Source: an optimization exercise on an open RTL-to-GDS flow (aim: small area and a short achievable clock period). Production flows keep margins and buffers that such runs may drop. The RTL was checked by simulation tests, not by an equivalence proof against the original design. Power figures rest on the tool's default switching activity, not on a simulated workload.

## run 1
==> flow/design.v (excerpt) <==
module daq_core (
    input  logic        BUS_CLK,
    input  logic        BUS_RST,
    input  logic [15:0] bus_add,
    input  logic [7:0]  bus_wr_data,
    output logic [7:0]  bus_rd_data,
    input  logic        bus_rd,
    input  logic        bus_wr,
    input  logic        trig_in,
    input  logic        inj_loop_in,
    input  logic        hitor_in,
    output logic        inj_pulse,
    output logic        resetb_ext,
    output logic [4:0]  led,
    input  logic        arb_ready,
    output logic        arb_write,
    output logic [31:0] arb_data
);
clock: 3.0 ns
lec_check: 0
cap_margin: 20
core_margin: 2
core_utilization: 70
cts_cluster_diameter: 80
cts_cluster_size: 30
setup_slack_margin: 1.3
slew_margin: 20
run.sh (not shown) runs the stock make flow with config.mk's settings and CLKGATE_MAP_FILE= SYNTH_SCRIPT=/design/flow/synth_recipe.tcl, a recipe that flattens the netlist after the stock synthesis.
Setup changes, run 1 to run 2
# run 1
export LEC_CHECK = 0
export CAP_MARGIN = 20
export CORE_MARGIN = 2
export CORE_UTILIZATION = 70
export CTS_CLUSTER_DIAMETER = 80
export CTS_CLUSTER_SIZE = 30
export SETUP_SLACK_MARGIN = 1.3
export SLEW_MARGIN = 20
create_clock -name core_clock -period 3.0 [get_ports {BUS_CLK}]
# run 2
export LEC_CHECK = 0
export ABC_CLOCK_PERIOD_IN_PS = 1500
export CAP_MARGIN = 20
export CORE_MARGIN = 2
export CORE_UTILIZATION = 65
export CTS_CLUSTER_DIAMETER = 60
export CTS_CLUSTER_SIZE = 24
export SETUP_SLACK_MARGIN = 1.3
export SLEW_MARGIN = 20
create_clock -name core_clock -period 3.0 [get_ports {BUS_CLK}]
==> comparison <==
Run 2: done, clean on timing, DRC and antenna
Area growth from synthesis to layout up 1.7 points in run 2 wrt run 1
Run 2 vs run 1 on die area: run 2 is the higher one.
Clock insertion delay at the later pin of the skew report: run 2 < run 1
Relative to run 2, the following input files were edited for run 3:
# run 2
export LEC_CHECK = 0
export ABC_CLOCK_PERIOD_IN_PS = 1500
export CAP_MARGIN = 20
export CORE_MARGIN = 2
export CORE_UTILIZATION = 65
export CTS_CLUSTER_DIAMETER = 60
export CTS_CLUSTER_SIZE = 24
export SETUP_SLACK_MARGIN = 1.3
export SLEW_MARGIN = 20
create_clock -name core_clock -period 3.0 [get_ports {BUS_CLK}]
# run 3
export LEC_CHECK = 0
export ABC_CLOCK_PERIOD_IN_PS = 1500
export CAP_MARGIN = 20
export CORE_MARGIN = 2
export CORE_UTILIZATION = 65
export SETUP_SLACK_MARGIN = 1.3
export SLEW_MARGIN = 20
create_clock -name core_clock -period 3.0 [get_ports {BUS_CLK}]
Findings:
Changes observed in run 3 relative to run 2: share of total power in the clock network picked up an extra 7.6 points, final area went up about 3%, utilization after layout +2.2 points, share of the cycle needed by the critical path after routing shows a reduction of 0.16 points. Summary: with run 2 as the reference, clock buffer count in run 3 moved up by more than half.
Input changes introduced in run 4 (baseline for comparison: run 3):
# run 3
export LEC_CHECK = 0
export ABC_CLOCK_PERIOD_IN_PS = 1500
export CAP_MARGIN = 20
export CORE_MARGIN = 2
export CORE_UTILIZATION = 65
export SETUP_SLACK_MARGIN = 1.3
export SLEW_MARGIN = 20
create_clock -name core_clock -period 3.0 [get_ports {BUS_CLK}]
# run 4
export LEC_CHECK = 0
export ABC_CLOCK_PERIOD_IN_PS = 1500
export CAP_MARGIN = 20
export CORE_MARGIN = 2
export CORE_UTILIZATION = 65
export CTS_CLUSTER_DIAMETER = 80
export CTS_CLUSTER_SIZE = 30
export SETUP_SLACK_MARGIN = 1.35
export SLEW_MARGIN = 20
create_clock -name core_clock -period 3.0 [get_ports {BUS_CLK}]
==> flow/flow/run.sh (new file) <==
#!/bin/bash
set -euo pipefail
export CTS_ARGS="-sink_clustering_enable -repair_clock_nets -sink_clustering_size 30 -sink_clustering_max_diameter 80 -dont_use_dummy_load"
export BUFFER_PORTS_ARGS="-buffer_cell sky130_fd_sc_hd__buf_2"
bash standard.sh > standard_flow.log 2>&1
==> flow/standard.sh (new file) <==
#!/bin/bash
# synth_recipe.tcl (not shown) runs the flow's synth.tcl, then flattens the netlist and writes it again
# the make line also repeats each setting of config.mk as NAME=value (left out here)
make -C /OpenROAD-flow-scripts/flow DESIGN_CONFIG=/design/flow/config.mk WORK_HOME=/design/flow/orfs CLKGATE_MAP_FILE= SYNTH_SCRIPT=/design/flow/synth_recipe.tcl "${@:-finish}"
removed: flow/run.sh
==> results.txt <==
Count of multi-input gates: run 3 vs run 4 — no meaningful difference. Compared with run 3, run 4 degrades relative slew slack. Peak clock frequency supported by timing, run 4 and run 3: lower on run 4. Cmp run 4 vs run 3: arrival time of the worst setup path higher in run 4.

---

Another version of the RTL of daq_core (not shown whole).
For scale: ~1,600 cells after synthesis.
make LEC_CHECK=0 CAP_MARGIN=20 CORE_MARGIN=2 CORE_UTILIZATION=40 SLEW_MARGIN=20 finish   # period 3.0 ns
Stock flow here: none of the scripts above is used.
The baseline ran to the end with no violations.
Then changed:
- ABC_CLOCK_PERIOD_IN_PS: not set -> 1500
- SETUP_SLACK_MARGIN: not set -> 1.2
Synthesized area is unchanged.
Via count grows by 4.8%.
Wire length went up by 6.6%.
Register-to-register slack gains 440 ps.
Setup slack is better by 440 ps.
Combinational power climbs by about 7%.
Worst hold slack is worse by 3.0 ps.
Clock-buffer cell count came out higher by 4.
Cell count is higher by 3.2%.
Clock skew is lower by 3.5 ps.
Total power shrinks by 0.31%.

---

Another version of the RTL of daq_core (not shown whole).
For scale: about 80 I/O pins, roughly 23000 um2 of cells after synthesis.
clock: 3.0 ns
lec_check: 0
abc_clock_period_in_ps: 1500
cap_margin: 20
core_margin: 2
core_utilization: 60
cts_cluster_diameter: 80
cts_cluster_size: 30
setup_slack_margin: 1.4
slew_margin: 20
==> next run, changes <==
==> flow/flow/run.sh (new file) <==
#!/bin/bash
set -euo pipefail
export CTS_ARGS="-sink_clustering_enable -repair_clock_nets -sink_clustering_size 30 -sink_clustering_max_diameter 80 -dont_use_dummy_load"
export BUFFER_PORTS_ARGS="-buffer_cell sky130_fd_sc_hd__buf_2"
bash standard.sh > standard_flow.log 2>&1
==> flow/standard.sh (new file) <==
#!/bin/bash
# synth_recipe.tcl (not shown) runs the flow's synth.tcl, then flattens the netlist and writes it again
# the make line also repeats each setting of config.mk as NAME=value (left out here)
make -C /OpenROAD-flow-scripts/flow DESIGN_CONFIG=/design/flow/config.mk WORK_HOME=/design/flow/orfs CLKGATE_MAP_FILE= SYNTH_SCRIPT=/design/flow/synth_recipe.tcl "${@:-finish}"
- ABC_CLOCK_PERIOD_IN_PS: 1500 -> default
- CORE_UTILIZATION: 60 -> 65
removed: flow/run.sh
After rerunning:
- The changed run finished clean
- worst hold slack degrades by 0.18 ns
- final cell count is lower by about 4.7%
- fmax climbs by 0.66%
- synthesized area does not change
- final area came out lower by 3.2%
- critical path depth goes down by 5
==> next run, changes <==
==> flow/run.sh (new file) <==
#!/bin/bash
# synth_recipe.tcl (not shown) runs the flow's synth.tcl, then flattens the netlist and writes it again
# the make line also repeats each setting of config.mk as NAME=value (left out here)
make -C /OpenROAD-flow-scripts/flow DESIGN_CONFIG=/design/flow/config.mk WORK_HOME=/design/flow/orfs CLKGATE_MAP_FILE= SYNTH_SCRIPT=/design/flow/synth_recipe.tcl finish
- ABC_CLOCK_PERIOD_IN_PS: default -> 1500
- SETUP_SLACK_MARGIN: 1.4 -> 1.35
removed: flow/flow/run.sh
removed: flow/standard.sh
=> The new run ran to the end with no violations; area after synthesis does not change; via count hardly moves; global-route usage rises by 0.45 points.
==> next run, changes <==
- SETUP_SLACK_MARGIN: 1.35 -> 1.3
Wire length fell by 2.7%.
Clock skew went up by 0.0070 ns.
Non-clock buffer count is lower by 33.
Sequential power stays flat.
Count of clock-buffer cells in the layout is lower by 2.
==> next run, changes <==
==> flow/flow/run.sh (new file) <==
#!/bin/bash
set -euo pipefail
export CTS_ARGS="-sink_clustering_enable -repair_clock_nets -sink_clustering_size 30 -sink_clustering_max_diameter 80 -dont_use_dummy_load"
export BUFFER_PORTS_ARGS="-buffer_cell sky130_fd_sc_hd__buf_2"
bash standard.sh > standard_flow.log 2>&1
==> flow/standard.sh (new file) <==
#!/bin/bash
# synth_recipe.tcl (not shown) runs the flow's synth.tcl, then flattens the netlist and writes it again
# the make line also repeats each setting of config.mk as NAME=value (left out here)
make -C /OpenROAD-flow-scripts/flow DESIGN_CONFIG=/design/flow/config.mk WORK_HOME=/design/flow/orfs CLKGATE_MAP_FILE= SYNTH_SCRIPT=/design/flow/synth_recipe.tcl "${@:-finish}"
- ABC_CLOCK_PERIOD_IN_PS: 1500 -> default
- SETUP_SLACK_MARGIN: 1.3 -> 1.5
removed: flow/run.sh
After rerunning:
- The new run passed the timing, DRC and antenna checks
- flip-flop and latch count is unchanged
- first-iteration DRC count decreases by about 0.7%
- total power decreases by 5.1%
- routed wire length increases by 8.4%
- via count increases by about 4%
- final area increases by about 6.4%
- clock skew increases by 0.0057 ns

---

daq_core again, from the RTL that the note above started with.
Settings: LEC_CHECK=0, CAP_MARGIN=20, CORE_MARGIN=2, CORE_UTILIZATION=65, CTS_CLUSTER_DIAMETER=80, CTS_CLUSTER_SIZE=30, SETUP_SLACK_MARGIN=1.4, SLEW_MARGIN=20; clock period 3.0 ns.
standard.sh (not shown) runs the stock make flow with config.mk's settings and CLKGATE_MAP_FILE= SYNTH_SCRIPT=/design/flow/synth_recipe.tcl, a recipe that flattens the netlist after the stock synthesis.
==> flow/flow/run.sh <==
#!/bin/bash
set -euo pipefail
export OWN_FLOW_DIR="$PWD/flow"
export CTS_ARGS="-sink_clustering_enable -repair_clock_nets -sink_clustering_size 30 -sink_clustering_max_diameter 80 -dont_use_dummy_load"
export BUFFER_PORTS_ARGS="-buffer_cell sky130_fd_sc_hd__buf_2"
export POST_GLOBAL_ROUTE_TCL="$OWN_FLOW_DIR/post_grt.tcl"
export DS_LOCAL_MARGIN=1.37
export DS_GLOBAL_MARGIN=1.40
bash standard.sh > standard_flow.log 2>&1
==> flow/flow/downsize.tcl <==
# Area recovery that keeps timing: swap each cell for the smallest cell of its own
# family (same name up to the drive-strength suffix) that keeps the slack of every
# pin of the cell at or above DS_LOCAL ns and the design's worst slack at or above
# its value before the pass (or DS_GLOBAL ns if that is lower), with no new max-slew
# or max-capacitance violation and the worst hold slack kept above 0.05 ns (or its
# value before the pass if lower). Clock-tree cells, tap and filler cells are left alone.
proc ds_run {local_margin global_margin} {
  set dont_use {}
  if {[info exists ::env(DONT_USE_CELLS)]} { set dont_use $::env(DONT_USE_CELLS) }
  set wns0 [expr {[sta::worst_slack_cmd max] * 1e9}]
  set gmin [expr {min($wns0, $global_margin)}]
  set hold0 [expr {[sta::worst_slack_cmd min] * 1e9}]
  set hmin [expr {min($hold0, 0.05)}]
  set slew0 [sta::max_slew_violation_count]
  set cap0 [sta::max_capacitance_violation_count]
  # family -> list of {area libcell}
  array set fam {}
  foreach lc [get_lib_cells sky130_fd_sc_hd__*] {
    set n [get_name $lc]
    if {[lsearch -exact $dont_use $n] >= 0} continue
    if {![regexp {^(.*)_([0-9]+)$} $n -> base drv]} continue
    lappend fam($base) [list [get_property $lc area] $n]
  }
  foreach b [array names fam] { set fam($b) [lsort -real -index 0 $fam($b)] }
  set saved 0.0
  set swaps 0
  foreach inst [get_cells *] {
    set ref [get_property $inst ref_name]
    if {![regexp {^(.*)_([0-9]+)$} $ref -> base drv]} continue
    if {[string match "*clkbuf*" $ref] || [string match "*clkinv*" $ref] || [string match "*tap*" $ref] || [string match "*fill*" $ref] || [string match "*decap*" $ref] || [string match "*conb*" $ref]} continue
    if {![info exists fam($base)]} continue
    set iname [get_full_name $inst]
    if {[string match "clk*" $iname]} continue
    set a0 [get_property [get_lib_cells $ref] area]
    foreach cand $fam($base) {
      lassign $cand a n
      if {$a >= $a0} break
      replace_cell $inst $n
      estimate_parasitics -global_routing
      set ok 1
      foreach p [get_pins -of_objects $inst] {
        set s [get_property $p slack_max]
        if {$s ne "" && $s < $local_margin} { set ok 0; break }
      }
      if {$ok && [sta::worst_slack_cmd max] * 1e9 < $gmin} { set ok 0 }
      if {$ok && [sta::worst_slack_cmd min] * 1e9 < $hmin} { set ok 0 }
      if {$ok && ([sta::max_slew_violation_count] > $slew0 || [sta::max_capacitance_violation_count] > $cap0)} { set ok 0 }
      if {$ok} {
        set saved [expr {$saved + $a0 - $a}]
        incr swaps
        break
      }
      replace_cell $inst $ref
      estimate_parasitics -global_routing
    }
  }
  puts "downsize: $swaps cells, [format %.1f $saved] um2 saved, worst slack [format %.3f [expr {[sta::worst_slack_cmd max]*1e9}]] (was [format %.3f $wns0]), worst hold slack [format %.3f [expr {[sta::worst_slack_cmd min]*1e9}]], slew/cap violations [sta::max_slew_violation_count]/[sta::max_capacitance_violation_count]"
}
==> flow/flow/post_grt.tcl <==
# Hook run by ORFS's global_route.tcl after its timing repair (POST_GLOBAL_ROUTE_TCL):
# recover area on cells with slack to spare, then reroute the touched nets and
# rewrite the route guides for detailed routing.
source $::env(OWN_FLOW_DIR)/downsize.tcl
global_route -start_incremental
ds_run $::env(DS_LOCAL_MARGIN) $::env(DS_GLOBAL_MARGIN)
global_route -end_incremental
estimate_parasitics -global_routing
report_worst_slack
report_design_area
write_guides $::env(RESULTS_DIR)/route.guide
Change:
Settings changed: SETUP_SLACK_MARGIN 1.4 to 1.45.
After rerunning: Worst setup slack loses 0.025 ns; hold slack loses 0.027 ns; sequential power hardly moves; maximum frequency went down by 1.5%; non-clock buffer count went up by 35; via count went up by 0.79%.
Change:
--- a/flow/flow/run.sh
+++ b/flow/flow/run.sh
@@ -7 +7 @@
-export DS_LOCAL_MARGIN=1.37
+export DS_LOCAL_MARGIN=1.35
--- a/flow/flow/downsize.tcl
+++ b/flow/flow/downsize.tcl
@@ -4,3 +4,2 @@
-# its value before the pass (or DS_GLOBAL ns if that is lower), with no new max-slew
-# or max-capacitance violation and the worst hold slack kept above 0.05 ns (or its
-# value before the pass if lower). Clock-tree cells, tap and filler cells are left alone.
+# its value before the pass (or DS_GLOBAL ns if that is lower). Clock-tree cells,
+# tap and filler cells are left alone.
@@ -12,4 +10,0 @@
-  set hold0 [expr {[sta::worst_slack_cmd min] * 1e9}]
-  set hmin [expr {min($hold0, 0.05)}]
-  set slew0 [sta::max_slew_violation_count]
-  set cap0 [sta::max_capacitance_violation_count]
@@ -46,2 +40,0 @@
-      if {$ok && [sta::worst_slack_cmd min] * 1e9 < $hmin} { set ok 0 }
-      if {$ok && ([sta::max_slew_violation_count] > $slew0 || [sta::max_capacitance_violation_count] > $cap0)} { set ok 0 }
@@ -57 +50 @@
-  puts "downsize: $swaps cells, [format %.1f $saved] um2 saved, worst slack [format %.3f [expr {[sta::worst_slack_cmd max]*1e9}]] (was [format %.3f $wns0]), worst hold slack [format %.3f [expr {[sta::worst_slack_cmd min]*1e9}]], slew/cap violations [sta::max_slew_violation_count]/[sta::max_capacitance_violation_count]"
+  puts "downsize: $swaps cells, [format %.1f $saved] um2 saved, worst slack [format %.3f [expr {[sta::worst_slack_cmd max]*1e9}]] (was [format %.3f $wns0])"
Settings changed: SETUP_SLACK_MARGIN 1.45 to 1.4.
Result: The changed run completed without violations; final cell count goes down by 1.8%; first-iteration DRC count goes up by 0.33%; power goes down by 0.42%; non-clock buffer count goes down by 35.
Change:
--- a/flow/flow/run.sh
+++ b/flow/flow/run.sh
@@ -7 +7 @@
-export DS_LOCAL_MARGIN=1.35
+export DS_LOCAL_MARGIN=1.33
=> The new run finished clean. Utilization drops by 0.47 points. Clock power is about the same. Synthesized area stays the same.

==> what the ideal ports hide <==
In the flow no input, the clock included, has a driving cell. The finished layouts below were timed again as built, in two steps.
Step 1 sets driving cells, clkbuf_16 on the clock port and buf_2 on the other inputs (assumed; they add their load-dependent delay and slew).
Step 2, shift: input delay + t, output delay - t, t = (earliest + latest rising clock arrival at the registers) / 2. This alone moves slack from input paths to output paths.
a / b / c = ideal ports / drivers / drivers and shift; a / b = the first two.
run	t, ns	setup WS [ns]	clock arrival spread, ns	slew at the worst register clock pin (ns)	worst data-port slew with drivers (ns)
run 1	0.635	1.274 / 1.220 / 0.664	0.032 / 0.032	0.11 / 0.11	0.04
run 2	0.605	1.261 / 1.261 / 0.719	0.028 / 0.027	0.09 / 0.09	0.04
run 3	0.666	1.266 / 1.259 / 0.660	0.017 / 0.018	0.07 / 0.07	0.04
run 4	0.623	1.235 / 1.235 / 0.815	0.049 / 0.050	0.11 / 0.11	0.05
the first run of note 2	0.677	0.432 / 0.432 / 0.201	0.030 / 0.030	0.07 / 0.07	0.06
the second run of note 2	0.687	0.872 / 0.872 / 0.580	0.026 / 0.026	0.07 / 0.07	0.04
the first run of note 3	0.619	1.312 / 1.262 / 0.765	0.037 / 0.037	0.12 / 0.12	0.05
the second run of note 3	0.616	1.324 / 1.269 / 0.807	0.061 / 0.062	0.11 / 0.11	0.04
the third run of note 3	0.636	1.276 / 1.257 / 0.774	0.029 / 0.030	0.12 / 0.12	0.04
the fourth run of note 3	0.643	1.243 / 1.186 / 0.692	0.036 / 0.036	0.11 / 0.11	0.04
the fifth run of note 3	0.619	1.312 / 1.292 / 0.796	0.046 / 0.045	0.11 / 0.11	0.05
the first run of note 4	0.618	1.322 / 1.267 / 0.814	0.062 / 0.062	0.11 / 0.11	0.04
the second run of note 4	0.633	1.297 / 1.274 / 0.806	0.053 / 0.054	0.11 / 0.11	0.04
the third run of note 4	0.619	1.321 / 1.266 / 0.807	0.063 / 0.064	0.11 / 0.11	0.04
the fourth run of note 4	0.621	1.315 / 1.260 / 0.789	0.067 / 0.066	0.12 / 0.12	0.04
After both steps every run listed still meets setup and hold. The setup slack of run 1, which loses most, moves by -0.054 ns with the drivers and by -0.610 ns with both steps.
